Source: an optimization exercise on an open RTL-to-GDS flow (aim: small area, a short achievable clock period and few clock cycles per item). Production flows keep margins and buffers that such runs may drop. The RTL was checked by simulation tests, not by an equivalence proof against the original design. Power figures rest on the tool's default switching activity, not on a simulated workload.

### flow/design.v
`timescale 1ns/1ps
package cpu_isa_pkg;
    typedef logic [16-1:0]          data_t;
    typedef logic [$clog2(16)-1:0]  reg_id_t;
    typedef logic [8-1:0]          imm_t;
    typedef logic [8-1:0]           pc_t;
    typedef logic [8-1:0]           inst_id_t;
    typedef logic [3-1:0]           op_t;
    localparam op_t OP_ST      = 3'd0;
    localparam op_t OP_CMP_GT  = 3'd1;
    localparam op_t OP_ADD_IMM = 3'd2;
    localparam op_t OP_ADD     = 3'd3;
    localparam op_t OP_SHL     = 3'd4;
    localparam op_t OP_SHR     = 3'd5;
    localparam op_t OP_MUL     = 3'd6;
endpackage
`timescale 1ns/1ps
package cpu_uarch_pkg;
    typedef logic [16-1:0] reg_mask_t;
endpackage
`timescale 1ns/1ps
module reg_file (
    input  logic                  clk,
    input  logic                  rst_n,
    input  cpu_isa_pkg::reg_id_t  rd_addr0,
    input  cpu_isa_pkg::reg_id_t  rd_addr1,
    output cpu_isa_pkg::data_t    rd_data0,
    output cpu_isa_pkg::data_t    rd_data1,
    input  logic                  wr_en,
    input  cpu_isa_pkg::reg_id_t  wr_reg,
    input  cpu_isa_pkg::data_t    wr_data
);
    cpu_isa_pkg::data_t        regs [0:16-1];
    logic [16-1:0]   valid;
    always_comb begin
        rd_data0 = '0;
        rd_data1 = '0;
        for (int i = 0; i < 16; i++) begin
            if (rd_addr0 == i && valid[i]) rd_data0 = rd_data0 | regs[i];
            if (rd_addr1 == i && valid[i]) rd_data1 = rd_data1 | regs[i];
        end
    end
    always_ff @(posedge clk or negedge rst_n) begin
        if (!rst_n) begin
            valid <= '0;
        end else if (wr_en) begin
            valid[wr_reg] <= 1'b1;
        end
    end
    always_ff @(posedge clk) begin
        for (int i = 0; i < 16; i++) begin
            if (wr_en && wr_reg == i) regs[i] <= wr_data;
        end
    end
endmodule
`timescale 1ns/1ps
module int_unit (
    input  logic                is_add,
    input  logic                is_cmp,
    input  logic                is_shl,
    input  logic                is_shr,
    input  cpu_isa_pkg::data_t  a,
    input  cpu_isa_pkg::data_t  b,
    output cpu_isa_pkg::data_t  result
);
    localparam int W = 16;
    logic [W:0]         sum;
    cpu_isa_pkg::data_t sh;
    cpu_isa_pkg::data_t shr;
    assign sum = {1'b0, a} + {1'b0, b};
    assign sh  = a << b[$clog2(W)-1:0];
    always_comb begin
        for (int i = 0; i < W; i++) shr[i] = sh[W-1-i];
    end
    assign result = ({W{is_add}} & sum[W-1:0])
                  | ({W{is_cmp}} & cpu_isa_pkg::data_t'(sum[W]))
                  | ({W{is_shl}} & sh)
                  | ({W{is_shr}} & shr);
endmodule
`timescale 1ns/1ps
module mul_unit (
    input  cpu_isa_pkg::data_t  a,
    input  logic [7:0]         one,
    input  logic [7:0]         two,
    input  logic [7:0]         neg,
    output cpu_isa_pkg::data_t  sum_s,
    output cpu_isa_pkg::data_t  sum_c,
    output logic [4:0]         sum_x
);
    logic pp0_0;
    logic pn0;
    logic pp0_1;
    logic pp0_2;
    logic pp0_3;
    logic pp0_4;
    logic pp0_5;
    logic pp0_6;
    logic pp0_7;
    logic pp0_8;
    logic pp0_9;
    logic pp0_10;
    logic pp0_11;
    logic pp0_12;
    logic pp0_13;
    logic pp0_14;
    logic pp0_15;
    logic pp1_2;
    logic pn1;
    logic pp1_3;
    logic pp1_4;
    logic pp1_5;
    logic pp1_6;
    logic pp1_7;
    logic pp1_8;
    logic pp1_9;
    logic pp1_10;
    logic pp1_11;
    logic pp1_12;
    logic pp1_13;
    logic pp1_14;
    logic pp1_15;
    logic pp2_4;
    logic pn2;
    logic pp2_5;
    logic pp2_6;
    logic pp2_7;
    logic pp2_8;
    logic pp2_9;
    logic pp2_10;
    logic pp2_11;
    logic pp2_12;
    logic pp2_13;
    logic pp2_14;
    logic pp2_15;
    logic pp3_6;
    logic pn3;
    logic pp3_7;
    logic pp3_8;
    logic pp3_9;
    logic pp3_10;
    logic pp3_11;
    logic pp3_12;
    logic pp3_13;
    logic pp3_14;
    logic pp3_15;
    logic pp4_8;
    logic pn4;
    logic pp4_9;
    logic pp4_10;
    logic pp4_11;
    logic pp4_12;
    logic pp4_13;
    logic pp4_14;
    logic pp4_15;
    logic pp5_10;
    logic pn5;
    logic pp5_11;
    logic pp5_12;
    logic pp5_13;
    logic pp5_14;
    logic pp5_15;
    logic pp6_12;
    logic pn6;
    logic pp6_13;
    logic pp6_14;
    logic pp6_15;
    logic pp7_14;
    logic pn7;
    logic pp7_15;
    logic s0;
    logic c0;
    logic s1;
    logic c1;
    logic s2;
    logic c2;
    logic s3;
    logic c3;
    logic s4;
    logic c4;
    logic s5;
    logic c5;
    logic s6;
    logic c6;
    logic s7;
    logic c7;
    logic s8;
    logic c8;
    logic s9;
    logic c9;
    logic s10;
    logic c10;
    logic s11;
    logic c11;
    logic s12;
    logic c12;
    logic s13;
    logic c13;
    logic s14;
    logic c14;
    logic s15;
    logic c15;
    logic s16;
    logic c16;
    logic s17;
    logic c17;
    logic s18;
    logic c18;
    logic s19;
    logic c19;
    logic s20;
    logic c20;
    logic s21;
    logic c21;
    logic s22;
    logic c22;
    logic s23;
    logic c23;
    logic s24;
    logic c24;
    logic s25;
    logic c25;
    logic s26;
    logic c26;
    logic s27;
    logic c27;
    logic s28;
    logic c28;
    logic s29;
    logic c29;
    logic s30;
    logic c30;
    logic s31;
    logic c31;
    logic s32;
    logic c32;
    logic s33;
    logic c33;
    logic s34;
    logic c34;
    logic s35;
    logic c35;
    logic s36;
    logic c36;
    logic s37;
    logic c37;
    logic s38;
    logic c38;
    logic s39;
    logic c39;
    logic s40;
    logic c40;
    logic s41;
    logic c41;
    logic top_pp;
    assign pp0_0 = (one[0] & a[0]);
    assign pn0 = neg[0] & ~(one[0] & a[0]);
    assign pp0_1 = ((one[0] & a[1]) | (two[0] & a[0])) ^ neg[0];
    assign pp0_2 = ((one[0] & a[2]) | (two[0] & a[1])) ^ neg[0];
    assign pp0_3 = ((one[0] & a[3]) | (two[0] & a[2])) ^ neg[0];
    assign pp0_4 = ((one[0] & a[4]) | (two[0] & a[3])) ^ neg[0];
    assign pp0_5 = ((one[0] & a[5]) | (two[0] & a[4])) ^ neg[0];
    assign pp0_6 = ((one[0] & a[6]) | (two[0] & a[5])) ^ neg[0];
    assign pp0_7 = ((one[0] & a[7]) | (two[0] & a[6])) ^ neg[0];
    assign pp0_8 = ((one[0] & a[8]) | (two[0] & a[7])) ^ neg[0];
    assign pp0_9 = ((one[0] & a[9]) | (two[0] & a[8])) ^ neg[0];
    assign pp0_10 = ((one[0] & a[10]) | (two[0] & a[9])) ^ neg[0];
    assign pp0_11 = ((one[0] & a[11]) | (two[0] & a[10])) ^ neg[0];
    assign pp0_12 = ((one[0] & a[12]) | (two[0] & a[11])) ^ neg[0];
    assign pp0_13 = ((one[0] & a[13]) | (two[0] & a[12])) ^ neg[0];
    assign pp0_14 = ((one[0] & a[14]) | (two[0] & a[13])) ^ neg[0];
    assign pp0_15 = ((one[0] & a[15]) | (two[0] & a[14])) ^ neg[0];
    assign pp1_2 = (one[1] & a[0]);
    assign pn1 = neg[1] & ~(one[1] & a[0]);
    assign pp1_3 = ((one[1] & a[1]) | (two[1] & a[0])) ^ neg[1];
    assign pp1_4 = ((one[1] & a[2]) | (two[1] & a[1])) ^ neg[1];
    assign pp1_5 = ((one[1] & a[3]) | (two[1] & a[2])) ^ neg[1];
    assign pp1_6 = ((one[1] & a[4]) | (two[1] & a[3])) ^ neg[1];
    assign pp1_7 = ((one[1] & a[5]) | (two[1] & a[4])) ^ neg[1];
    assign pp1_8 = ((one[1] & a[6]) | (two[1] & a[5])) ^ neg[1];
    assign pp1_9 = ((one[1] & a[7]) | (two[1] & a[6])) ^ neg[1];
    assign pp1_10 = ((one[1] & a[8]) | (two[1] & a[7])) ^ neg[1];
    assign pp1_11 = ((one[1] & a[9]) | (two[1] & a[8])) ^ neg[1];
    assign pp1_12 = ((one[1] & a[10]) | (two[1] & a[9])) ^ neg[1];
    assign pp1_13 = ((one[1] & a[11]) | (two[1] & a[10])) ^ neg[1];
    assign pp1_14 = ((one[1] & a[12]) | (two[1] & a[11])) ^ neg[1];
    assign pp1_15 = ((one[1] & a[13]) | (two[1] & a[12])) ^ neg[1];
    assign pp2_4 = (one[2] & a[0]);
    assign pn2 = neg[2] & ~(one[2] & a[0]);
    assign pp2_5 = ((one[2] & a[1]) | (two[2] & a[0])) ^ neg[2];
    assign pp2_6 = ((one[2] & a[2]) | (two[2] & a[1])) ^ neg[2];
    assign pp2_7 = ((one[2] & a[3]) | (two[2] & a[2])) ^ neg[2];
    assign pp2_8 = ((one[2] & a[4]) | (two[2] & a[3])) ^ neg[2];
    assign pp2_9 = ((one[2] & a[5]) | (two[2] & a[4])) ^ neg[2];
    assign pp2_10 = ((one[2] & a[6]) | (two[2] & a[5])) ^ neg[2];
    assign pp2_11 = ((one[2] & a[7]) | (two[2] & a[6])) ^ neg[2];
    assign pp2_12 = ((one[2] & a[8]) | (two[2] & a[7])) ^ neg[2];
    assign pp2_13 = ((one[2] & a[9]) | (two[2] & a[8])) ^ neg[2];
    assign pp2_14 = ((one[2] & a[10]) | (two[2] & a[9])) ^ neg[2];
    assign pp2_15 = ((one[2] & a[11]) | (two[2] & a[10])) ^ neg[2];
    assign pp3_6 = (one[3] & a[0]);
    assign pn3 = neg[3] & ~(one[3] & a[0]);
    assign pp3_7 = ((one[3] & a[1]) | (two[3] & a[0])) ^ neg[3];
    assign pp3_8 = ((one[3] & a[2]) | (two[3] & a[1])) ^ neg[3];
    assign pp3_9 = ((one[3] & a[3]) | (two[3] & a[2])) ^ neg[3];
    assign pp3_10 = ((one[3] & a[4]) | (two[3] & a[3])) ^ neg[3];
    assign pp3_11 = ((one[3] & a[5]) | (two[3] & a[4])) ^ neg[3];
    assign pp3_12 = ((one[3] & a[6]) | (two[3] & a[5])) ^ neg[3];
    assign pp3_13 = ((one[3] & a[7]) | (two[3] & a[6])) ^ neg[3];
    assign pp3_14 = ((one[3] & a[8]) | (two[3] & a[7])) ^ neg[3];
    assign pp3_15 = ((one[3] & a[9]) | (two[3] & a[8])) ^ neg[3];
    assign pp4_8 = (one[4] & a[0]);
    assign pn4 = neg[4] & ~(one[4] & a[0]);
    assign pp4_9 = ((one[4] & a[1]) | (two[4] & a[0])) ^ neg[4];
    assign pp4_10 = ((one[4] & a[2]) | (two[4] & a[1])) ^ neg[4];
    assign pp4_11 = ((one[4] & a[3]) | (two[4] & a[2])) ^ neg[4];
    assign pp4_12 = ((one[4] & a[4]) | (two[4] & a[3])) ^ neg[4];
    assign pp4_13 = ((one[4] & a[5]) | (two[4] & a[4])) ^ neg[4];
    assign pp4_14 = ((one[4] & a[6]) | (two[4] & a[5])) ^ neg[4];
    assign pp4_15 = ((one[4] & a[7]) | (two[4] & a[6])) ^ neg[4];
    assign pp5_10 = (one[5] & a[0]);
    assign pn5 = neg[5] & ~(one[5] & a[0]);
    assign pp5_11 = ((one[5] & a[1]) | (two[5] & a[0])) ^ neg[5];
    assign pp5_12 = ((one[5] & a[2]) | (two[5] & a[1])) ^ neg[5];
    assign pp5_13 = ((one[5] & a[3]) | (two[5] & a[2])) ^ neg[5];
    assign pp5_14 = ((one[5] & a[4]) | (two[5] & a[3])) ^ neg[5];
    assign pp5_15 = ((one[5] & a[5]) | (two[5] & a[4])) ^ neg[5];
    assign pp6_12 = (one[6] & a[0]);
    assign pn6 = neg[6] & ~(one[6] & a[0]);
    assign pp6_13 = ((one[6] & a[1]) | (two[6] & a[0])) ^ neg[6];
    assign pp6_14 = ((one[6] & a[2]) | (two[6] & a[1])) ^ neg[6];
    assign pp6_15 = ((one[6] & a[3]) | (two[6] & a[2])) ^ neg[6];
    assign pp7_14 = (one[7] & a[0]);
    assign pn7 = neg[7] & ~(one[7] & a[0]);
    assign pp7_15 = ((one[7] & a[1]) | (two[7] & a[0])) ^ neg[7];
    assign s0 = pn1 ^ pp0_3 ^ pp1_3;
    assign c0 = (pn1 & pp0_3) | (pn1 & pp1_3) | (pp0_3 & pp1_3);
    assign s1 = pp2_4 ^ pp0_4 ^ pp1_4;
    assign c1 = (pp2_4 & pp0_4) | (pp2_4 & pp1_4) | (pp0_4 & pp1_4);
    assign s2 = pn2 ^ pp0_5 ^ pp1_5;
    assign c2 = (pn2 & pp0_5) | (pn2 & pp1_5) | (pp0_5 & pp1_5);
    assign s3 = pp2_5 ^ c1 ^ s2;
    assign c3 = (pp2_5 & c1) | (pp2_5 & s2) | (c1 & s2);
    assign s4 = pp3_6 ^ pp0_6 ^ pp1_6;
    assign c4 = (pp3_6 & pp0_6) | (pp3_6 & pp1_6) | (pp0_6 & pp1_6);
    assign s5 = pp2_6 ^ c2 ^ s4;
    assign c5 = (pp2_6 & c2) | (pp2_6 & s4) | (c2 & s4);
    assign s6 = pn3 ^ pp0_7 ^ pp1_7;
    assign c6 = (pn3 & pp0_7) | (pn3 & pp1_7) | (pp0_7 & pp1_7);
    assign s7 = pp2_7 ^ pp3_7 ^ c4;
    assign c7 = (pp2_7 & pp3_7) | (pp2_7 & c4) | (pp3_7 & c4);
    assign s8 = s6 ^ c5 ^ s7;
    assign c8 = (s6 & c5) | (s6 & s7) | (c5 & s7);
    assign s9 = pp4_8 ^ pp0_8 ^ pp1_8;
    assign c9 = (pp4_8 & pp0_8) | (pp4_8 & pp1_8) | (pp0_8 & pp1_8);
    assign s10 = pp2_8 ^ pp3_8 ^ c6;
    assign c10 = (pp2_8 & pp3_8) | (pp2_8 & c6) | (pp3_8 & c6);
    assign s11 = s9 ^ c7 ^ s10;
    assign c11 = (s9 & c7) | (s9 & s10) | (c7 & s10);
    assign s12 = pn4 ^ pp0_9 ^ pp1_9;
    assign c12 = (pn4 & pp0_9) | (pn4 & pp1_9) | (pp0_9 & pp1_9);
    assign s13 = pp2_9 ^ pp3_9 ^ pp4_9;
    assign c13 = (pp2_9 & pp3_9) | (pp2_9 & pp4_9) | (pp3_9 & pp4_9);
    assign s14 = c9 ^ s12 ^ s13;
    assign c14 = (c9 & s12) | (c9 & s13) | (s12 & s13);
    assign s15 = c10 ^ s14 ^ c11;
    assign c15 = (c10 & s14) | (c10 & c11) | (s14 & c11);
    assign s16 = pp5_10 ^ pp0_10 ^ pp1_10;
    assign c16 = (pp5_10 & pp0_10) | (pp5_10 & pp1_10) | (pp0_10 & pp1_10);
    assign s17 = pp2_10 ^ pp3_10 ^ pp4_10;
    assign c17 = (pp2_10 & pp3_10) | (pp2_10 & pp4_10) | (pp3_10 & pp4_10);
    assign s18 = c12 ^ c13 ^ s16;
    assign c18 = (c12 & c13) | (c12 & s16) | (c13 & s16);
    assign s19 = s17 ^ c14 ^ s18;
    assign c19 = (s17 & c14) | (s17 & s18) | (c14 & s18);
    assign s20 = pn5 ^ pp0_11 ^ pp1_11;
    assign c20 = (pn5 & pp0_11) | (pn5 & pp1_11) | (pp0_11 & pp1_11);
    assign s21 = pp2_11 ^ pp3_11 ^ pp4_11;
    assign c21 = (pp2_11 & pp3_11) | (pp2_11 & pp4_11) | (pp3_11 & pp4_11);
    assign s22 = pp5_11 ^ c16 ^ c17;
    assign c22 = (pp5_11 & c16) | (pp5_11 & c17) | (c16 & c17);
    assign s23 = s20 ^ s21 ^ c18;
    assign c23 = (s20 & s21) | (s20 & c18) | (s21 & c18);
    assign s24 = s22 ^ c19 ^ s23;
    assign c24 = (s22 & c19) | (s22 & s23) | (c19 & s23);
    assign s25 = pp6_12 ^ pp0_12 ^ pp1_12;
    assign c25 = (pp6_12 & pp0_12) | (pp6_12 & pp1_12) | (pp0_12 & pp1_12);
    assign s26 = pp2_12 ^ pp3_12 ^ pp4_12;
    assign c26 = (pp2_12 & pp3_12) | (pp2_12 & pp4_12) | (pp3_12 & pp4_12);
    assign s27 = pp5_12 ^ c20 ^ c21;
    assign c27 = (pp5_12 & c20) | (pp5_12 & c21) | (c20 & c21);
    assign s28 = s25 ^ s26 ^ c22;
    assign c28 = (s25 & s26) | (s25 & c22) | (s26 & c22);
    assign s29 = s27 ^ s28 ^ c23;
    assign c29 = (s27 & s28) | (s27 & c23) | (s28 & c23);
    assign s30 = pn6 ^ pp0_13 ^ pp1_13;
    assign c30 = (pn6 & pp0_13) | (pn6 & pp1_13) | (pp0_13 & pp1_13);
    assign s31 = pp2_13 ^ pp3_13 ^ pp4_13;
    assign c31 = (pp2_13 & pp3_13) | (pp2_13 & pp4_13) | (pp3_13 & pp4_13);
    assign s32 = pp5_13 ^ pp6_13 ^ c25;
    assign c32 = (pp5_13 & pp6_13) | (pp5_13 & c25) | (pp6_13 & c25);
    assign s33 = c26 ^ s30 ^ s31;
    assign c33 = (c26 & s30) | (c26 & s31) | (s30 & s31);
    assign s34 = c27 ^ s32 ^ s33;
    assign c34 = (c27 & s32) | (c27 & s33) | (s32 & s33);
    assign s35 = c28 ^ s34 ^ c29;
    assign c35 = (c28 & s34) | (c28 & c29) | (s34 & c29);
    assign s36 = pp7_14 ^ pp0_14 ^ pp1_14;
    assign c36 = (pp7_14 & pp0_14) | (pp7_14 & pp1_14) | (pp0_14 & pp1_14);
    assign s37 = pp2_14 ^ pp3_14 ^ pp4_14;
    assign c37 = (pp2_14 & pp3_14) | (pp2_14 & pp4_14) | (pp3_14 & pp4_14);
    assign s38 = pp5_14 ^ pp6_14 ^ c30;
    assign c38 = (pp5_14 & pp6_14) | (pp5_14 & c30) | (pp6_14 & c30);
    assign s39 = c31 ^ s36 ^ s37;
    assign c39 = (c31 & s36) | (c31 & s37) | (s36 & s37);
    assign s40 = c32 ^ c33 ^ s38;
    assign c40 = (c32 & c33) | (c32 & s38) | (c33 & s38);
    assign s41 = s39 ^ c34 ^ s40;
    assign c41 = (s39 & c34) | (s39 & s40) | (c34 & s40);
    assign top_pp = pp0_15 ^ pp1_15 ^ pp2_15 ^ pp3_15 ^ pp4_15 ^ pp5_15 ^ pp6_15 ^ pn7 ^ pp7_15;
    assign sum_s[0] = pp0_0;
    assign sum_c[0] = '0;
    assign sum_s[1] = pn0;
    assign sum_c[1] = pp0_1;
    assign sum_s[2] = pp1_2;
    assign sum_c[2] = pp0_2;
    assign sum_s[3] = s0;
    assign sum_c[3] = '0;
    assign sum_s[4] = c0;
    assign sum_c[4] = s1;
    assign sum_s[5] = s3;
    assign sum_c[5] = '0;
    assign sum_s[6] = c3;
    assign sum_c[6] = s5;
    assign sum_s[7] = s8;
    assign sum_c[7] = '0;
    assign sum_s[8] = c8;
    assign sum_c[8] = s11;
    assign sum_s[9] = s15;
    assign sum_c[9] = '0;
    assign sum_s[10] = s19;
    assign sum_c[10] = c15;
    assign sum_s[11] = s24;
    assign sum_c[11] = '0;
    assign sum_s[12] = c24;
    assign sum_c[12] = s29;
    assign sum_s[13] = s35;
    assign sum_c[13] = '0;
    assign sum_s[14] = s41;
    assign sum_c[14] = c35;
    assign sum_s[15] = top_pp;
    assign sum_c[15] = c36;
    assign sum_x[0] = c37;
    assign sum_x[1] = c38;
    assign sum_x[2] = c39;
    assign sum_x[3] = c40;
    assign sum_x[4] = c41;
endmodule
`timescale 1ns/1ps
`timescale 1ns/1ps
module cpu_top (
    input  logic                   clk,
    input  logic                   rst_n,
    input  logic                   inst_vld,
    input  logic                   inst_last,
    input  cpu_isa_pkg::op_t       inst_op,
    input  cpu_isa_pkg::inst_id_t  inst_id,
    input  cpu_isa_pkg::reg_id_t   inst_dst_reg,
    input  cpu_isa_pkg::reg_id_t   inst_src_reg0,
    input  cpu_isa_pkg::reg_id_t   inst_src_reg1,
    input  cpu_isa_pkg::imm_t      inst_imm,
    output logic                   fetch_vld,
    output cpu_isa_pkg::pc_t       fetch_pc,
    output cpu_isa_pkg::inst_id_t  fetch_id,
    output logic                   inst_rdy,
    output logic                   write_mem_vld,
    output cpu_isa_pkg::inst_id_t  write_mem_id,
    output cpu_isa_pkg::data_t     write_mem_addr,
    output cpu_isa_pkg::data_t     write_mem_data,
    output logic                   exec_finish
);
    localparam int W = 16;
    cpu_isa_pkg::pc_t      pc_q;
    logic                  last_acc_q;    
    logic                  fin_q;
    logic                  ib_vld;
    logic                  ib_last;
    cpu_isa_pkg::op_t      ib_op;
    cpu_isa_pkg::reg_id_t  ib_dst;
    cpu_isa_pkg::reg_id_t  ib_s0;
    cpu_isa_pkg::reg_id_t  ib_s1;
    cpu_isa_pkg::imm_t     ib_imm;
    logic                  x_we;          
    logic                  x_mul;         
    logic                  x_st;          
    logic                  x_last;        
    logic                  x_add, x_cmp, x_shl, x_shr;
    cpu_isa_pkg::reg_id_t  x_dst;
    cpu_isa_pkg::inst_id_t x_id;          
    cpu_isa_pkg::data_t    x_a, x_b;
    logic [W/2-1:0]        x_one, x_two;   
    cpu_isa_pkg::data_t    alu_res;
    logic                  m_vld;
    cpu_isa_pkg::reg_id_t  m_dst;
    cpu_isa_pkg::data_t    m_s, m_c;
    cpu_isa_pkg::data_t    mul_s, mul_c;
    localparam int NX = 5;                
    logic [NX-1:0]         m_x, mul_x;
    cpu_isa_pkg::data_t    m_sum;
    cpu_isa_pkg::data_t    m_val;
    logic                  d_st, d_mul, d_add, d_cmp, d_shl, d_shr, d_addi, d_we;
    logic                  stall, go;
    cpu_isa_pkg::data_t    rf_a, rf_b, val_a, val_b;
    logic                  rf_we;
    cpu_isa_pkg::reg_id_t  rf_wreg;
    cpu_isa_pkg::data_t    rf_wdata;
    assign d_st   = (ib_op == cpu_isa_pkg::OP_ST);
    assign d_mul  = (ib_op == cpu_isa_pkg::OP_MUL);
    assign d_addi = (ib_op == cpu_isa_pkg::OP_ADD_IMM);
    assign d_add  = (ib_op == cpu_isa_pkg::OP_ADD) || d_addi;
    assign d_cmp  = (ib_op == cpu_isa_pkg::OP_CMP_GT);
    assign d_shl  = (ib_op == cpu_isa_pkg::OP_SHL);
    assign d_shr  = (ib_op == cpu_isa_pkg::OP_SHR);
    assign d_we   = d_add || d_cmp || d_shl || d_shr;
    logic stall_q;
    assign stall = stall_q;
    assign go    = ib_vld && !stall;
    assign inst_rdy  = !ib_vld || !stall;
    assign fetch_vld = !last_acc_q && (!inst_vld || (inst_rdy && !inst_last));
    assign fetch_pc  = pc_q;
    assign fetch_id  = pc_q;
    always_ff @(posedge clk or negedge rst_n) begin
        if (!rst_n) begin
            pc_q       <= '0;
            last_acc_q <= 1'b0;
            fin_q      <= 1'b0;
            ib_vld     <= 1'b0;
        end else begin
            if (fetch_vld) pc_q <= pc_q + 1'b1;
            if (inst_vld && inst_rdy && inst_last) last_acc_q <= 1'b1;
            if (x_last) fin_q <= 1'b1;
            if (inst_rdy) ib_vld <= inst_vld;
        end
    end
    always_ff @(posedge clk or negedge rst_n) begin
        if (!rst_n) begin
            stall_q <= 1'b0;
        end else begin
            stall_q <= go && d_mul &&
                       ((inst_src_reg0 == ib_dst) ||
                        (inst_op != cpu_isa_pkg::OP_ADD_IMM && inst_src_reg1 == ib_dst));
        end
    end
    always_ff @(posedge clk) begin
        if (inst_rdy) begin
            ib_last <= inst_last;
            ib_op   <= inst_op;
            ib_dst  <= inst_dst_reg;
            ib_s0   <= inst_src_reg0;
            ib_s1   <= inst_src_reg1;
            ib_imm  <= inst_imm;
        end
    end
    reg_file u_reg_file (
        .clk      (clk),
        .rst_n    (rst_n),
        .rd_addr0 (ib_s0),
        .rd_addr1 (ib_s1),
        .rd_data0 (rf_a),
        .rd_data1 (rf_b),
        .wr_en    (rf_we),
        .wr_reg   (rf_wreg),
        .wr_data  (rf_wdata)
    );
    assign m_sum = m_s + m_c;
    assign m_val = {m_sum[W-1] ^ (^m_x), m_sum[W-2:0]};
    always_comb begin
        if (x_we && x_dst == ib_s0)      val_a = alu_res;
        else if (m_vld && m_dst == ib_s0) val_a = m_val;
        else                              val_a = rf_a;
        if (x_we && x_dst == ib_s1)      val_b = alu_res;
        else if (m_vld && m_dst == ib_s1) val_b = m_val;
        else                              val_b = rf_b;
    end
    always_ff @(posedge clk or negedge rst_n) begin
        if (!rst_n) begin
            x_we   <= 1'b0;
            x_mul  <= 1'b0;
            x_st   <= 1'b0;
            x_last <= 1'b0;
            x_id   <= '1;
        end else begin
            x_we   <= go && d_we;
            x_mul  <= go && d_mul;
            x_st   <= go && d_st;
            x_last <= go && ib_last;
            if (go) x_id <= x_id + 1'b1;
        end
    end
    always_ff @(posedge clk) begin
        x_add <= d_add;
        x_cmp <= d_cmp;
        x_shl <= d_shl;
        x_shr <= d_shr;
        x_dst <= ib_dst;
        for (int i = 0; i < W; i++) x_a[i] <= d_shr ? val_a[W-1-i] : val_a[i];
        for (int i = 0; i < W / 2; i++) begin
            x_one[i] <= val_b[2*i] ^ (i == 0 ? 1'b0 : val_b[2*i-1]);
            x_two[i] <= (val_b[2*i+1] & ~val_b[2*i] & ~(i == 0 ? 1'b0 : val_b[2*i-1])) |
                        (~val_b[2*i+1] & val_b[2*i] & (i == 0 ? 1'b0 : val_b[2*i-1]));
        end
        if (d_addi)     x_b <= cpu_isa_pkg::data_t'(ib_imm);
        else if (d_cmp) x_b <= ~val_b;
        else            x_b <= val_b;
    end
    int_unit u_int_unit (
        .is_add (x_add),
        .is_cmp (x_cmp),
        .is_shl (x_shl),
        .is_shr (x_shr),
        .a      (x_a),
        .b      (x_b),
        .result (alu_res)
    );
    logic [W/2-1:0] x_neg;
    always_comb begin
        for (int i = 0; i < W / 2; i++) x_neg[i] = x_b[2*i+1];
    end
    mul_unit u_mul_unit (
        .a     (x_a),
        .one   (x_one),
        .two   (x_two),
        .neg   (x_neg),
        .sum_s (mul_s),
        .sum_c (mul_c),
        .sum_x (mul_x)
    );
    assign rf_we    = x_we || m_vld;
    assign rf_wreg  = x_we ? x_dst : m_dst;
    assign rf_wdata = x_we ? alu_res : m_val;
    always_ff @(posedge clk or negedge rst_n) begin
        if (!rst_n) begin
            m_vld <= 1'b0;
        end else begin
            m_vld <= x_mul || (m_vld && x_we && x_dst != m_dst);
        end
    end
    always_ff @(posedge clk) begin
        if (x_mul) begin
            m_dst <= x_dst;
            m_s   <= mul_s;
            m_c   <= mul_c;
            m_x   <= mul_x;
        end
    end
    assign write_mem_vld  = x_st;
    assign write_mem_id   = x_id;
    assign write_mem_addr = x_a;
    assign write_mem_data = x_b;
    assign exec_finish    = fin_q || x_last;
endmodule
### flow/flow/run.sh
#!/bin/bash
# The standard layout, with the port buffers made of sky130 buf cells (which
# the timing repair may resize) instead of the delay-buffer cell that
# buffer_ports picks by default.
set -euo pipefail
export BUFFER_PORTS_ARGS="-buffer_cell sky130_fd_sc_hd__buf_2"
bash standard.sh > make_flow.log 2>&1
### flow/standard.sh
#!/bin/bash
# synth_recipe.tcl (not shown) runs the flow's synth.tcl, then flattens the netlist and writes it again
# the make line also repeats each setting of config.mk as NAME=value (left out here)
make -C /OpenROAD-flow-scripts/flow DESIGN_CONFIG=/design/flow/config.mk WORK_HOME=/design/flow/orfs CLKGATE_MAP_FILE= SYNTH_SCRIPT=/design/flow/synth_recipe.tcl "${@:-finish}"
### flow/config.mk
export PLATFORM = sky130hd
export DESIGN_NAME = cpu_top
export DESIGN_NICKNAME = cpu_top
export VERILOG_FILES = /design/flow/design.v
export SDC_FILE = /design/flow/constraint.sdc
export NUM_CORES = 4
export LEC_CHECK = 0
export CAP_MARGIN = 20
export CORE_MARGIN = 2
export CORE_UTILIZATION = 50
export CTS_BUF_LIST = sky130_fd_sc_hd__clkbuf_4 sky130_fd_sc_hd__clkbuf_8
export SETUP_SLACK_MARGIN = 3.5
export SLEW_MARGIN = 20
### flow/constraint.sdc
create_clock -name core_clock -period 7.0 [get_ports {clk}]
set_input_delay 1.4000 -clock core_clock [delete_from_list [all_inputs] [get_ports {clk}]]
set_output_delay 1.4000 -clock core_clock [all_outputs]
set_load 0.01 [all_outputs]
==> results of run 1 <==
-- cell usage after synthesis (all sizes together), types with 8 or more instances --
master / number / area share
a2111oi: 18 / 0.0083
a21o: 16 / 0.0053
a21oi: 39 / 0.0087
a22o: 13 / 0.0051
a22oi: 263 / 0.090
a31o: 8 / 0.0031
a31oi: 12 / 0.0040
a32oi: 16 / 0.0062
and2: 27 / 0.0076
and3: 71 / 0.020
and4: 11 / 0.0043
buf: 39 / 0.0093
clkbuf: 105 / 0.018
dfrtp: 33 / 0.037
dfstp: 8 / 0.0093
dfxtp: 56 / 0.050
edfxtp: 314 / 0.42
fa: 44 / 0.039
ha: 31 / 0.017
inv: 67 / 0.011
mux2: 15 / 0.0075
mux2i: 65 / 0.029
mux4: 12 / 0.012
nand2: 143 / 0.024
nand2b: 19 / 0.0053
nand3: 36 / 0.0080
nand4: 16 / 0.0044
nor2: 60 / 0.010
nor2b: 21 / 0.0058
nor3: 22 / 0.0049
nor4: 18 / 0.0050
o21ai: 38 / 0.0084
o22ai: 11 / 0.0031
xnor2: 102 / 0.040
xor2: 57 / 0.022
-- how the worst max path moves through the flow --
stage	from	end	slack, ns	cells after the start
floorplan	x_a[0]	m_s[13]	3.51	10
global placement	x_b[2]	u_reg_file.regs[6][12]	2.82	9
detailed placement	x_b[2]	u_reg_file.regs[2][12]	2.80	9
CTS	x_one[1]	m_s[13]	3.50	9
global route	x_we	u_reg_file.regs[8][10]	3.48	7
finish	ib_s1[1]	x_two[6]	3.51	9
-- report_power, final --
part	internal (mW)	switching, mW	leakage, nW	total [mW]
logic	1.41	2.18	5.22	3.59
registers	3.29	0.418	3.83	3.70
clock network	1.22	0.995	0.755	2.21
total	5.92	3.59	9.81	9.51
-- cell families after synthesis --
| logic type | synth area share |
|---|---|
| fa+ha+maj | 0.0564 |
| buf+inv | 0.0382 |
| simple gates | 0.114 |
| xor+xnor | 0.0619 |
| mux | 0.0484 |
| flops | 0.515 |
| compound gates | 0.166 |
-- repair_timing --
| item | CTS | global route |
|---|---|---|
| endpoints found under the setup margin | 113 | 131 |
| pin swaps | 3 | 2 |
| resized for setup | 26 | 32 |
| setup buffers | 18 | 9 |
-- registers in the layout, indices dropped and copies added, names as in the netlist, 8 cells and up --
name	cells
ib_imm	8
m_c	9
m_s	16
pc_q	8
u_reg_file.regs	256
u_reg_file.valid	16
x_a	16
x_b	16
x_id	8
x_one	8
x_two	8
-- worst max-delay path, stage by stage, from the launching register on --
cell	delay, ns
edfxtp_1	0.54
nor2b_1	0.50
and3_1	0.84
buf_4	0.36
a22oi_1	0.12
nand3_1	0.11
or4_1	0.21
a22oi_4	0.11
or3_1	0.41
mux2i_1	0.19
-- per-layer routing --
| metal | GRT usage | share of wire |
|---|---|---|
| met5 | 0 | 0 |
| met4 | 0.152 | 0.046 |
| met3 | 0.104 | 0.13 |
| met2 | 0.472 | 0.42 |
| met1 | 0.464 | 0.40 |
-- area by class of cell --
| class | instances | area [um2] | area share |
|---|---|---|---|
| tap | 592 | 741 | 0.0290 |
| clock buffer | 100 | 1240 | 0.0485 |
| sequential | 411 | 11600 | 0.455 |
| clock inverter | 28 | 186 | 0.00730 |
| inverter | 68 | 263 | 0.0103 |
| timing repair buffer | 180 | 1200 | 0.0468 |
| multi-input combinational | 1307 | 10300 | 0.403 |
-- metrics by stage --
stage / power [mW] / worst slack, ns
after detailed placement: 7.19 / 2.80
after CTS: 9.44 / 3.50
final: 9.51 / 3.51
after floorplan: 5.96 / 3.51
after global routing: 10.0 / 3.48
after global placement: 7.08 / 2.82
==> results.txt, run 1 <==
- Hold Crit Endpoint: x_dst[2]
- Synth Flop Type: edfxtp_1
- Initial antenna violation count: 0
- Fin area: 25500 um2
- Final RePlAce weighted congestion: 0.930
- Hold Crit Class: flop to flop
- Power Dens Cells: 372 nW/um2
- Commonest non-fill, non-tap cells in the layout: edfxtp_1, a22oi_1, nand2_1
- CTS tree: built
- Vias in the first global route: 17.2k
- DRT Pass-1 Iters: 6
- Fin Hold WS: 0.429 ns
- Number of synthesized register bits: 411
- Avg Inst Size Synth: 11.7 um2
- Worst r2r path cells: 9
- Layout cell share with drive strength beyond 1: 0.202
- Hold-fix buffers, CTS: 0
- Status: no timing/DRC/antenna violations
- Worst R2R Setup Slack: 3.51 ns
- Synth Net Count: 2040
- Largest net degree at the start of global routing: 42
- Grt ovf: 0
- Tot GR Track Use: 0.332
- Gate Count Post-Synth: 1930
- Minimum clock period: 3.49 ns
- Cts bufs inserted: 71
- Startpoint class of the critical path: flop
- Total number of vias: 17.9k
- Drt wl/cell: 29.3 um
- Worst Path Max Fanout: 9
- Finished Layout Cells: 2686
- Htree depth: 3
- Yosys cell types: 87
- Sequential area share after synthesis: 0.515
- Vias/cell: 6.65
- Die area: 46700 um2
- Slew margin rel.: 0.253
- Endpoints failing setup: 0
- Period utilization: 0.499
- Die Wd: 216 um
- Hold_sp: ib_dst[2]
- Origin of the critical flop-to-flop path: ib_s1[1]
- Area of the core: 44300 um2
- Layout area overhead: 13.4%
- Net count, final: 2149
- Worst Skew: 0.0412 ns
- DPL Wire Length: 50100 um
- Worst vdd ir: 0.299 mV
- RSZ-0062 raised after global routing: true
- Filler cell count in the final layout: 3792
- Dpl cells: 2531
- Fmax: 286 MHz
- Clk pin slew, worst setup/hold paths: 0.06 ns
- WS Path Type: flop to flop
- I/O Buffers: 86
- Die H: 216 um
- WL final: 78800 um
- Final setup TNS: 0 ns
- ANT cells: 0
- Row count: 77
- Final Util: 0.576
- Leakage: 9.81 nW
- Netlist area before placement: 22500 um2
- Worst-Margin Slew: 1.11 ns
- Syn. warnings: 4
- Clock Latency Late Sink: 0.64 ns
- Clk sink count: 411
- Commonest non-fill, non-tap cell in the layout: edfxtp_1
- R2r endpoint: x_two[6]
- ANT nets after route: 0
- Crit path DAT: 4.03 ns
- Max Root-Sink Buffers: 3
- Placed cell areas: 23700 um2
- Initial Utilization: 0.508
- 1st-iter DRT viols: 2674
- Worst EP required: 7.54 ns
- EDFF count, synth: 314
- Residual DRC count: 0
- Worst hold stages: 0
- First-pass GRT wire length: 113000 um
- Ys async rst share: 0.0998
- Max cap viols: 0
- Final hold viol count: 0
- Clk root buf: clkbuf_8
- # IOs: 95
- Fin. max-slew vios: 0
- Worst setup EP type: flop
Testbench counts, summed over its fixed seeds: cycles 23,762, insts 22,445.
==> run 2: changes to the inputs <==
--- a/flow/config.mk
+++ b/flow/config.mk
@@ -8,6 +8,7 @@
 export CAP_MARGIN = 20
 export CORE_MARGIN = 2
 export CORE_UTILIZATION = 50
-export CTS_BUF_LIST = sky130_fd_sc_hd__clkbuf_4 sky130_fd_sc_hd__clkbuf_8
+export CTS_CLUSTER_DIAMETER = 120
+export CTS_CLUSTER_SIZE = 30
 export SETUP_SLACK_MARGIN = 3.5
 export SLEW_MARGIN = 20
==> results.txt, run 2 <==
- Netlist area before placement: 22500 um2 (unchanged)
- Layout cell share with drive strength beyond 1: 0.167 (-0.0359)
- Syn. warnings: 4 (unchanged)
- Max Root-Sink Buffers: 3 (unchanged)
- I/O Buffers: 86 (unchanged)
- Synth Area in Adders: 0.0564 (unchanged)
- Synth Area in XOR/XNOR: 0.0619 (unchanged)
- Hold Crit Class: flop to flop
- Finished Layout Cells: 2592 (-3.5%)
- DPL Wire Length: 50100 um (unchanged)
- Dpl cells: 2531 (unchanged)
- Synth top area cells: edfxtp_1, a22oi_1, dfxtp_1, xnor2_1, fa_1
- Area of the multi-input gates: 10300 um2 (+0.18%)
- WS Path Type: flop to flop
- Residual DRC count: 0 (unchanged)
- Mux contribution to synthesized area: 0.0484 (unchanged)
- Final RePlAce weighted congestion: 0.930 (unchanged)
- Worst Path Max Fanout: 35 (+26)
- Clock Latency Late Sink: 0.56 ns (-0.08 ns)
- Avg Inst Size Synth: 11.7 um2 (unchanged)
- Gate Count Post-Synth: 1930 (unchanged)
- Crit path launch: x_we
- Net count, final: 2097 (-2.4%)
- Clk pin slew, worst setup/hold paths: 0.12 ns (+0.06 ns)
- Most flops, register: u_reg_file.regs
- Crit path DAT: 3.72 ns (-0.31 ns)
- Simple-gate area share of the yosys netlist: 0.114 (unchanged)
- Status: no timing/DRC/antenna violations
- Period utilization: 0.496 (-0.00295)
- Hold_sp: ib_dst[0]
- Fmax: 288 MHz (+0.60%)
- Filler cell count in the final layout: 3796 (+0.11%)
- Startpoint class of the critical path: flop
- Worst setup EP type: flop
- Highest metal used: met4
- Initial Utilization: 0.508 (unchanged)
- Die Wd: 216 um (unchanged)
- Worst EP required: 7.25 ns (-0.29 ns)
- Worst Skew: 0.0451 ns (+0.00389 ns)
- # IOs: 95 (unchanged)
- Final setup TNS: 0 ns (unchanged)
- Clk root buf: clkbuf_16
- Synth area leader: edfxtp_1
- Origin of the critical flop-to-flop path: x_we
- CTS tree: built
- Endpoints failing setup: 0 (unchanged)
- Synth Flop Type: edfxtp_1
- Total number of vias: 17.4k (-2.2%)
- Largest net degree at the start of global routing: 42 (unchanged)
- Total power: 8.63 mW (-9.3%)
- Initial antenna violation count: 0 (unchanged)
- ANT nets after route: 0 (unchanged)
- Yosys cell types: 87 (unchanged)
- Sequential area share after synthesis: 0.515 (unchanged)
- Leakage: 9.34 nW (-4.8%)
- Fin. max-slew vios: 0 (unchanged)
- Tot GR Track Use: 0.324 (-0.00745)
- Worst vdd ir: 0.393 mV (+31%)
- Main combinational cell family by area after synthesis: compound AO/OA/AOI/OAI gates
- Final hold viol count: 0 (unchanged)
- EDFF count, synth: 314 (unchanged)
- Wl on met1: 31100 um (-0.98%)
- Max reg flops: 256 (unchanged)
- Synth Net Count: 2040 (unchanged)
- Htree depth: 1 (-2)
- RSZ-0062 raised after global routing: true
- Yosys top cell area share: 0.419 (unchanged)
- Fin Hold WS: 0.443 ns (+0.0134 ns)
- 1st-iter DRT viols: 2893 (+8.2%)
- WL final: 77600 um (-1.5%)
- Layout area overhead: 10.0%
- Top-count cell post-synth: edfxtp_1
- Row count: 77 (unchanged)
- First-pass GRT wire length: 111000 um (-1.6%)
- Commonest non-fill, non-tap cells in the layout: edfxtp_1, a22oi_1, nand2_1
- Worst-Margin Slew: 1.17 ns (+0.0558 ns)
- Cts bufs inserted: 18 (-75%)
- Minimum clock period: 3.47 ns (-0.0207 ns)
- Die H: 216 um (unchanged)
- Power Dens Cells: 348 nW/um2 (-6.5%)
- Max cap viols: 0 (unchanged)
- Drt wl/cell: 29.9 um (+2.1%)
- Ys async rst share: 0.0998 (unchanged)
- Met3 Routed Length: 10400 um (-0.85%)
- Vias in the first global route: 16.6k (-3.6%)
- Synth cell count leaders: edfxtp_1, a22oi_1, nand2_1, clkbuf_1, xnor2_1
- Vias/cell: 6.73 (+1.3%)
- Grt ovf: 0 (unchanged)
- Slew margin rel.: 0.221 (-0.0318)
- Commonest non-fill, non-tap cell in the layout: edfxtp_1
- Clk sink count: 411 (unchanged)
- DRT Pass-1 Iters: 6 (unchanged)
- Routed length on met2: 32600 um (-2.1%)
- Area of the core: 44300 um2 (unchanged)
- Die area: 46700 um2 (unchanged)
- Synth Area in Compound Gates: 0.166 (unchanged)
- Number of synthesized register bits: 411 (unchanged)
- Sequential cell area: 11600 um2 (about the same)
[run 2: cell types whose count changed in the layout (fill, tap and decap cells not counted), moves of 3 or more]
cell / change
clkbuf_1: +10
buf_4: -4
buf_12: +6
dfxtp_4: +3
clkinv_1: -13
clkbuf_4: -21
clkbuf_8: -78
clkbuf_16: +19
clkinv_2: -9
[run 2: kinds of logic after synthesis]
| group | after synthesis |
|---|---|
| AOI/OAI and AO/OA | 496 |
| xor gates and xnor gates | 159 |
| adders and majority gates | 75 |
| buffers and inverters | 212 |
| DFF | 411 |
| muxes | 92 |
| and+or+nand+nor | 485 |
[run 2: critical path, cell delays in order, from the launching register on]
cell and delay, ns:
dfrtp_1 0.34, buf_4 0.34, mux2_2 0.48, inv_1 0.24, ha_1 0.30, o21ai_0 0.36, nor2_2 0.70, buf_4 0.38
[run 2: through the flow]
step	util	cell area (um2)	setup slack [ns]
CTS	0.552	24500	3.51
global route	0.559	24800	3.47
detailed placement	0.534	23700	2.80
floorplan	-	22500	3.51
global placement	0.534	23700	2.82
finish	0.559	24800	3.53
[run 2: metal layers]
metal,vias to the layer above,GRT usage
li1,7431,-
met1,8505,0.470
met2,1301,0.470
met3,212,0.0797
met4,0,0.124
met5,-,0
[run 2: power breakdown]
part / total (mW) / internal [mW] / switching, mW
Sequential: 3.70 / 3.28 / 0.417
Combinational: 3.62 / 1.44 / 2.18
Clock: 1.31 / 0.526 / 0.783
Total: 8.63 / 5.25 / 3.38
[run 2: cell type report]
type / instances / area share
Tap cell: 592 / 0.0299
Timing Repair Buffer: 181 / 0.0510
Antenna cell: 1 / 0.000101
Inverter: 68 / 0.0106
Clock buffer: 29 / 0.0207
Multi-Input combinational cell: 1307 / 0.416
Clock inverter: 3 / 0.00187
Sequential cell: 411 / 0.470
[run 2: final timing paths]
kind	endpoint	slack (ns)	depth (start not counted)
max in group asynchronous	u_reg_file.valid[9]	5.38	1
min	x_dst[0]	0.44	0
max	u_reg_file.regs[8][9]	3.53	7
min reg2reg	x_dst[0]	0.44	0
min in group asynchronous	pc_q[3]	0.98	1
max reg2reg	u_reg_file.regs[8][9]	3.53	7
[run 2: repair_timing]
action | 4_1_cts | 5_1_grt
setup buffers | 20 | 7
endpoints found under the setup margin | 110 | 137
hold endpoints to repair | 0 | 0
pin swaps | 1 | 7
gates cloned | 0 | 0
resized for setup | 29 | 49
hold buffers | 0 | 0
==> run 3: changes to the inputs <==
==> flow/flow/run.sh (replaced) <==
#!/bin/bash
# The standard layout, with the port buffers made of sky130 buf cells (which
# the timing repair may resize) instead of the delay-buffer cell that
# buffer_ports picks by default, and a clock tree without dummy loads.
set -euo pipefail
export BUFFER_PORTS_ARGS="-buffer_cell sky130_fd_sc_hd__buf_2"
export CTS_ARGS="-sink_clustering_enable -repair_clock_nets -dont_use_dummy_load -sink_clustering_size 30 -sink_clustering_max_diameter 120"
bash standard.sh > make_flow.log 2>&1
==> results.txt, run 3 <==
- Status: no timing/DRC/antenna violations
- Gate Count Post-Synth: 1930 (unchanged)
- Layout cell share with drive strength beyond 1: 0.169 (+0.00243)
- EDFF count, synth: 314 (unchanged)
- Synth area leader: edfxtp_1
- Row count: 77 (unchanged)
- Layout area overhead: 9.78%
- Final RePlAce weighted congestion: 0.930 (unchanged)
- Most flops, register: u_reg_file.regs
- Worst setup EP type: flop
- Synth Net Count: 2040 (unchanged)
- Placement Setup Slack: 2.80 ns (unchanged)
- Synth Area in XOR/XNOR: 0.0619 (unchanged)
- Residual DRC count: 0 (unchanged)
- Ys async rst share: 0.0998 (unchanged)
- Largest net degree at the start of global routing: 42 (unchanged)
- I/O Buffers: 86 (unchanged)
- Avg Inst Size Synth: 11.7 um2 (unchanged)
- Fmax: 289 MHz (+0.29%)
- Synth cell count leaders: edfxtp_1, a22oi_1, nand2_1, clkbuf_1, xnor2_1
- Die Wd: 216 um (unchanged)
- Synth Area in Adders: 0.0564 (unchanged)
- First-pass GRT wire length: 111000 um (-0.39%)
- DRT Pass-1 Iters: 6 (unchanged)
- Period utilization: 0.495 (-0.00144)
- WL final: 77300 um (-0.35%)
- Netlist area before placement: 22500 um2 (unchanged)
- Startpoint class of the critical path: flop
- WS Path Type: flop to flop
- Max Root-Sink Buffers: 3 (unchanged)
- Area of the core: 44300 um2 (unchanged)
- Final hold viol count: 0 (unchanged)
- Sequential area share after synthesis: 0.515 (unchanged)
- Htree depth: 1 (unchanged)
- Vias/cell: 6.78 (+0.79%)
- Clk sink count: 411 (unchanged)
- Dpl cells: 2531 (unchanged)
- Clk root buf: clkbuf_16
- Commonest non-fill, non-tap cells in the layout: edfxtp_1, a22oi_1, nand2_1
- Post-route setup slack: 3.54 ns (+0.0101 ns)
- ANT cells: 0 (-1)
- Drt wl/cell: 30.0 um (+0.11%)
- Syn. warnings: 4 (unchanged)
- Main combinational cell family by area after synthesis: compound AO/OA/AOI/OAI gates
- Fin. max-slew vios: 0 (unchanged)
- Worst Skew: 0.0711 ns (+0.0261 ns)
- Die area: 46700 um2 (unchanged)
- Clock Latency Late Sink: 0.55 ns (about the same)
- Synth Flop Type: edfxtp_1
- Worst-Margin Slew: 1.16 ns (-0.0120 ns)
- Finished Layout Cells: 2580 (-0.46%)
- Grt ovf: 0 (unchanged)
- Endpoints failing setup: 0 (unchanged)
- Clk pin slew, worst setup/hold paths: 0.12 ns (about the same)
- Final setup TNS: 0 ns (unchanged)
- Minimum clock period: 3.46 ns (-0.0101 ns)
- Worst EP required: 7.47 ns (+0.22 ns)
- ANT nets after route: 0 (unchanged)
- Crit path DAT: 3.94 ns (+0.22 ns)
- Synth Area in Compound Gates: 0.166 (unchanged)
- Top-count cell post-synth: edfxtp_1
- Number of synthesized register bits: 411 (unchanged)
- Simple-gate area share of the yosys netlist: 0.114 (unchanged)
- Total number of vias: 17.5k (+0.32%)
- Die H: 216 um (unchanged)
- Net count, final: 2100 (+0.14%)
- Yosys top cell area share: 0.419 (unchanged)
- 1st-iter DRT viols: 3004 (+3.8%)
- Hold-fix buffers, CTS: 0 (unchanged)
- Commonest non-fill, non-tap cell in the layout: edfxtp_1
- Cts bufs inserted: 18 (unchanged)
- DPL Wire Length: 50100 um (unchanged)
- Hold Crit Class: flop to flop
- Tot GR Track Use: 0.323 (-0.00124)
- Yosys cell types: 87 (unchanged)
- # IOs: 95 (unchanged)
- Initial antenna violation count: 0 (unchanged)
- Max cap viols: 0 (unchanged)
- Mux contribution to synthesized area: 0.0484 (unchanged)
- Slew margin rel.: 0.229 (+0.00800)
- Leakage: 9.32 nW (-0.20%)
- Worst Path Max Fanout: 9 (-74%)
- RSZ-0062 raised after global routing: true
- Max reg flops: 256 (unchanged)
- Total power: 8.55 mW (-0.89%)
- Initial Utilization: 0.508 (unchanged)
- Synth top area cells: edfxtp_1, a22oi_1, dfxtp_1, xnor2_1, fa_1
- Power Dens Cells: 346 nW/um2 (-0.66%)
- Vias in the first global route: 16.6k (-0.11%)
- CTS tree: built
- Worst vdd ir: 0.386 mV (-1.8%)
==> run 3: cell counts after synthesis <==
Identical to the previous run, type by type.
==> run 3: stage by stage <==
step / hold slack (ns) / util / instance area [um2]
after floorplan: 0.406 / - / 22500
after global placement: 0.423 / 0.534 / 23700
after detailed placement: 0.426 / 0.534 / 23700
after CTS: 0.452 / 0.550 / 24400
after global routing: 0.460 / 0.558 / 24700
final: 0.450 / 0.558 / 24700
==> run 3: what timing repair did <==
item	in CTS	in global routing
gates resized for setup	29	54
endpoints found under the setup margin	111	131
pin swaps	1	9
setup buffers	21	9
==> run 3: final timing paths <==
| check | startpoint | endpoint | slack, ns | cells after the start |
|---|---|---|---|---|
| setup / recovery | ib_s1[1] | x_two[6] | 3.54 | 9 |
| hold reg to reg | ib_dst[2] | x_dst[2] | 0.45 | 0 |
| min in group asynchronous | rst_n | pc_q[3] | 0.98 | 1 |
| setup reg to reg | ib_s1[1] | x_two[6] | 3.54 | 9 |
| max in group asynchronous | rst_n | u_reg_file.valid[9] | 5.34 | 1 |
| hold / removal | ib_dst[2] | x_dst[2] | 0.45 | 0 |
==> run 3: critical path, stage by stage, from the launching register on <==
cell      delay (ns)
edfxtp_1        0.55
nor2b_1         0.49
and3_1          0.83
buf_4           0.36
a22oi_1         0.11
nand2_1         0.11
nor4_1          0.07
a22oi_1         0.45
mux2i_4         0.17
mux2i_1         0.24
==> run 3: cell type report <==
type	count	area, um2
inverter	68	263
fill	3802	19600
clock buffer	18	450
multi-input combinational	1307	10300
tap	592	741
timing repair buffer	184	1300
sequential	411	11600
==> run 3: power by group <==
group          internal [mW]  switching, mW  total (mW)
Clock                  0.466          0.731        1.20
Combinational           1.47           2.18        3.65
Sequential              3.28          0.418        3.70
Total                   5.22           3.33        8.55
==> run 3: logic make-up after synthesis <==
| kind of cell | count (synthesis) |
|---|---|
| buffers and inverters | 212 |
| adders and majority gates | 75 |
| xor gates and xnor gates | 159 |
| muxes | 92 |
| DFF | 411 |
| AOI/OAI and AO/OA | 496 |
| and+or+nand+nor | 485 |
==> run 3: routing by layer <==
| metal | wire length, um | vias up | global-route usage |
|---|---|---|---|
| li1 | - | 7421 | - |
| met1 | 31000 | 8578 | 0.468 |
| met2 | 32800 | 1288 | 0.470 |
| met3 | 10200 | 218 | 0.0783 |
| met4 | 3310 | 0 | 0.123 |
| met5 | 0 | - | 0 |
==> run 4: changes to the inputs <==
--- a/flow/design.v
+++ b/flow/design.v
@@ -521,8 +521,7 @@
     assign d_shl  = (ib_op == cpu_isa_pkg::OP_SHL);
     assign d_shr  = (ib_op == cpu_isa_pkg::OP_SHR);
     assign d_we   = d_add || d_cmp || d_shl || d_shr;
-    logic stall_q;
-    assign stall = stall_q;
+    assign stall = x_mul && ((ib_s0 == x_dst) || (!d_addi && ib_s1 == x_dst));
     assign go    = ib_vld && !stall;
     assign inst_rdy  = !ib_vld || !stall;
     assign fetch_vld = !last_acc_q && (!inst_vld || (inst_rdy && !inst_last));
@@ -541,15 +540,6 @@
             if (inst_rdy) ib_vld <= inst_vld;
         end
     end
-    always_ff @(posedge clk or negedge rst_n) begin
-        if (!rst_n) begin
-            stall_q <= 1'b0;
-        end else begin
-            stall_q <= go && d_mul &&
-                       ((inst_src_reg0 == ib_dst) ||
-                        (inst_op != cpu_isa_pkg::OP_ADD_IMM && inst_src_reg1 == ib_dst));
-        end
-    end
     always_ff @(posedge clk) begin
         if (inst_rdy) begin
             ib_last <= inst_last;
==> flow/run.sh (new file) <==
#!/bin/bash
# synth_recipe.tcl (not shown) runs the flow's synth.tcl, then flattens the netlist and writes it again
# the make line also repeats each setting of config.mk as NAME=value (left out here)
make -C /OpenROAD-flow-scripts/flow DESIGN_CONFIG=/design/flow/config.mk WORK_HOME=/design/flow/orfs CLKGATE_MAP_FILE= SYNTH_SCRIPT=/design/flow/synth_recipe.tcl finish
--- a/flow/config.mk
+++ b/flow/config.mk
@@ -8,7 +8,5 @@
 export CAP_MARGIN = 20
 export CORE_MARGIN = 2
 export CORE_UTILIZATION = 50
-export CTS_CLUSTER_DIAMETER = 120
-export CTS_CLUSTER_SIZE = 30
 export SETUP_SLACK_MARGIN = 3.5
 export SLEW_MARGIN = 20
removed: flow/flow/run.sh
removed: flow/standard.sh
==> results.txt, run 4 <==
- Status: no timing/DRC/antenna violations
- Synth area leader: edfxtp_1
- Fin Hold WS: 0.340 ns (-0.111 ns)
- Grt ovf: 0 (unchanged)
- Placed cell areas: 24000 um2 (+1.6%)
- Layout cell share with drive strength beyond 1: 0.152 (-0.0167)
- Syn. warnings: 4 (unchanged)
- Largest net degree at the start of global routing: 41 (-2.4%)
- DPL Wire Length: 53500 um (+6.8%)
- Vias/cell: 6.83 (+0.63%)
- Worst vdd ir: 0.482 mV (+25%)
- Vias in the first global route: 17.4k (+4.6%)
- Initial Utilization: 0.506 (-0.00158)
- Clock Latency Late Sink: 0.59 ns (+0.04 ns)
- 1st-iter DRT viols: 2487 (-17%)
- Dpl cells: 2549 (+0.71%)
- Sequential area share after synthesis: 0.516 (+0.00162)
- Hold-fix buffers, CTS: 0 (unchanged)
- # IOs: 95 (unchanged)
- Synth Net Count: 2056 (+0.78%)
- Worst Skew: 0.0258 ns (-0.0453 ns)
- Row count: 77 (unchanged)
- Yosys cell types: 84 (-3.4%)
- Fmax: 274 MHz (-5.3%)
- Leakage: 9.80 nW (+5.1%)
- Final Util: 0.590 (+0.0325)
- Net count, final: 2143 (+2.0%)
- EDFF count, synth: 314 (unchanged)
- Tot GR Track Use: 0.350 (+0.0267)
- Final setup TNS: 0 ns (unchanged)
- Clk sink count: 410 (-0.24%)
- Final hold viol count: 0 (unchanged)
- Crit path DAT: 2.26 ns (-1.68 ns)
- Fin. max-slew vios: 0 (unchanged)
- First-pass GRT wire length: 118000 um (+7.1%)
- CTS tree: built
- Commonest non-fill, non-tap cell in the layout: edfxtp_1
- Final RePlAce weighted congestion: 0.971 (+4.5%)
- RSZ-0062 raised after global routing: true
- ANT cells: 0 (unchanged)
- Finished Layout Cells: 2660 (+3.1%)
- Minimum clock period: 3.66 ns (+0.194 ns)
- Avg Inst Size Synth: 11.5 um2 (-1.3%)
- Endpoints failing setup: 0 (unchanged)
- Ys async rst share: 0.0976 (-0.00220)
- Sequential cell area: 11600 um2 (-0.26%)
- Area of the core: 44200 um2 (-0.22%)
- Die Wd: 216 um (-0.26%)
- Synth top area cells: edfxtp_1, a22oi_1, dfxtp_1, fa_1, dfrtp_1
- Drt wl/cell: 31.1 um (+3.8%)
- Worst EP required: 5.60 ns (-1.87 ns)
- ANT nets after route: 0 (unchanged)
- Sequential power share: 0.378 (-0.055)
- Filler cell count in the final layout: 3662 (-3.7%)
- Max reg flops: 256 (unchanged)
- Commonest non-fill, non-tap cells in the layout: edfxtp_1, a22oi_1, nand2_1
- Area of the multi-input gates: 10400 um2 (+0.36%)
- Clk pwr share: 0.245 (+0.105)
- Switching Share: 0.370 (-0.0202)
- Cts bufs inserted: 44 (+26)
- Startpoint class of the critical path: input pin
- Number of synthesized register bits: 410 (-0.24%)
- Die H: 216 um (-0.26%)
- Worst Path Max Fanout: 3 (-6)
- Worst setup EP type: primary output
- Netlist area before placement: 22400 um2 (-0.53%)
- Synth Flop Type: edfxtp_1
- Slew margin rel.: 0.245 (+0.0162)
- Total number of vias: 18.2k (+3.7%)
- Worst-Margin Slew: 1.12 ns (-0.0346 ns)
- Clk root buf: clkbuf_16
- Yosys top cell area share: 0.421 (+0.00222)
- Power Dens Cells: 370 nW/um2 (+6.9%)
- WL final: 82800 um (+7.0%)
- Gate Count Post-Synth: 1946 (+0.83%)
- Initial antenna violation count: 1 (+1)
- Logic pwr share: 0.377 (-0.050)
- I/O Buffers: 86 (unchanged)
- Top-count cell post-synth: edfxtp_1
- DRT Pass-1 Iters: 6 (unchanged)
- Most flops, register: u_reg_file.regs
- Period utilization: 0.522 (+0.0277)
- Switching power: 3.57 mW (+7.1%)
- Htree depth: 2 (+1)
- Clk pin slew, worst setup/hold paths: 0.05 ns (-0.07 ns)
- Residual DRC count: 0 (unchanged)
- Hold Crit Class: flop to flop
- WS Path Type: input pin to primary output
- Max Root-Sink Buffers: 3 (unchanged)
- Fin area: 26100 um2 (+5.6%)
- Pint: 6.08 mW (+17%)
- Max cap viols: 0 (unchanged)
- Layout area overhead: 16.5%
- Die area: 46500 um2 (-0.52%)
- Synth cell count leaders: edfxtp_1, a22oi_1, nand2_1, clkbuf_1, and3_1
## run 4: cell types whose count changed in the layout (fill, tap and decap cells not counted), moves of 15 or more
cell / previous run / this run
clkdlybuf4s50_1: 0 / 82
buf_2: 86 / 2
nor2_1: 41 / 64
mux2i_1: 62 / 47
clkbuf_16: 18 / 48
and3_1: 69 / 91
xnor2_1: 102 / 86
## run 4: worst max-delay path, stage by stage
cell	delay, ns
clkdlybuf4s50_1	0.50
a21oi_4	0.20
buf_2	0.15
## run 4: final cells by class
class                   instances  share of cell area
flip-flops and latches        410               0.445
multi-input cells            1327               0.397
repair buffers                187              0.0645
clock buffers                  61              0.0486
well taps                     592              0.0284
inverters                      63             0.00926
clock inverters                20             0.00753
## run 4: cells by family (layout without fill, tap and decap cells)
group           count (synthesis)  count (layout)  synth area share
buf+inv                       210             331            0.0377
xor+xnor                      145             145            0.0567
fa+ha+maj                      75              75            0.0567
compound gates                511             511             0.171
simple gates                  525             526             0.124
flops                         410             410             0.516
mux                            70              70            0.0374
## run 4: power by group through the flow
stage          clock, mW  combinational (mW)  sequential [mW]
2_1_floorplan          0                2.22             3.48
5_1_grt             2.49                3.98             3.66
4_1_cts             2.40                3.57             3.62
3_3_place_gp           0                3.42             3.66
6_report            2.37                3.64             3.64
3_5_place_dp           0                3.50             3.66
## run 4: layer usage
| metal | part of all wire | GRT usage |
|---|---|---|
| met1 | 0.38 | 0.449 |
| met2 | 0.46 | 0.561 |
| met3 | 0.10 | 0.0686 |
| met4 | 0.063 | 0.189 |
| met5 | 0 | 0 |
## run 4: timing repair
| item | CTS | global route |
|---|---|---|
| pin swaps | 7 | 7 |
| setup endpoints to repair | 157 | 74 |
| buffers inserted | 20 | 8 |
| cloned | 1 | 1 |
| resized for setup | 67 | 39 |
| hold endpoints to repair | 0 | 0 |
## run 4: metrics by stage
| stage | total power [mW] | worst slack (ns) |
|---|---|---|
| 3_3_place_gp | 7.09 | 2.37 |
| 2_1_floorplan | 5.70 | 3.44 |
| 3_5_place_dp | 7.16 | 2.30 |
| 5_1_grt | 10.1 | 3.28 |
| 6_report | 9.65 | 3.34 |
| 4_1_cts | 9.58 | 3.32 |
## run 4: final timing paths
| check | cells after the start | to | startpoint | slack [ns] |
|---|---|---|---|---|
| max | 3 | fetch_vld | inst_vld | 3.34 |
| min | 0 | x_dst[0] | ib_dst[0] | 0.34 |
| max reg2reg | 11 | x_b[4] | ib_s1[2] | 3.47 |
| min reg2reg | 0 | x_dst[0] | ib_dst[0] | 0.34 |
| max in group asynchronous | 1 | x_mul | rst_n | 5.40 |
| min in group asynchronous | 1 | u_reg_file.valid[6] | rst_n | 0.94 |
Testbench counts of run 4, summed over its fixed seeds: cycles 23,762, insts 22,445.

re-timing with driven ports:
Ports are ideal in the flow. The routed layouts listed here were re-timed in OpenROAD. Step 1 sets driving cells, clkbuf_16 on the clock port and buf_2 on the other inputs (assumed; they add their load-dependent delay and slew). Step 2, shift: input delay + t, output delay - t, t = (earliest + latest rising clock arrival at the registers) / 2. This alone moves slack from input paths to output paths. Slacks: no drivers / after step 1 / after step 2; pairs: no drivers / after step 1.
| run | t (ns) | setup slack, ns | clock arrival spread, ns | worst register clock-pin slew, ns | worst slew at a driven data input, ns |
|---|---|---|---|---|---|
| run 1 | 0.679 | 3.507 / 3.507 / 3.507 | 0.041 / 0.041 | 0.06 / 0.06 | 0.06 |
| run 2 | 0.603 | 3.527 / 3.524 / 3.524 | 0.048 / 0.049 | 0.12 / 0.12 | 0.05 |
| run 3 | 0.581 | 3.538 / 3.523 / 3.523 | 0.073 / 0.073 | 0.12 / 0.12 | 0.05 |
| run 4 | 0.634 | 3.344 / 3.310 / 3.312 | 0.026 / 0.026 | 0.07 / 0.07 | 0.07 |
After both steps setup and hold are still met in every run listed. The setup slack of run 4, which loses most, moves by -0.034 ns with the drivers and by -0.032 ns with both steps.
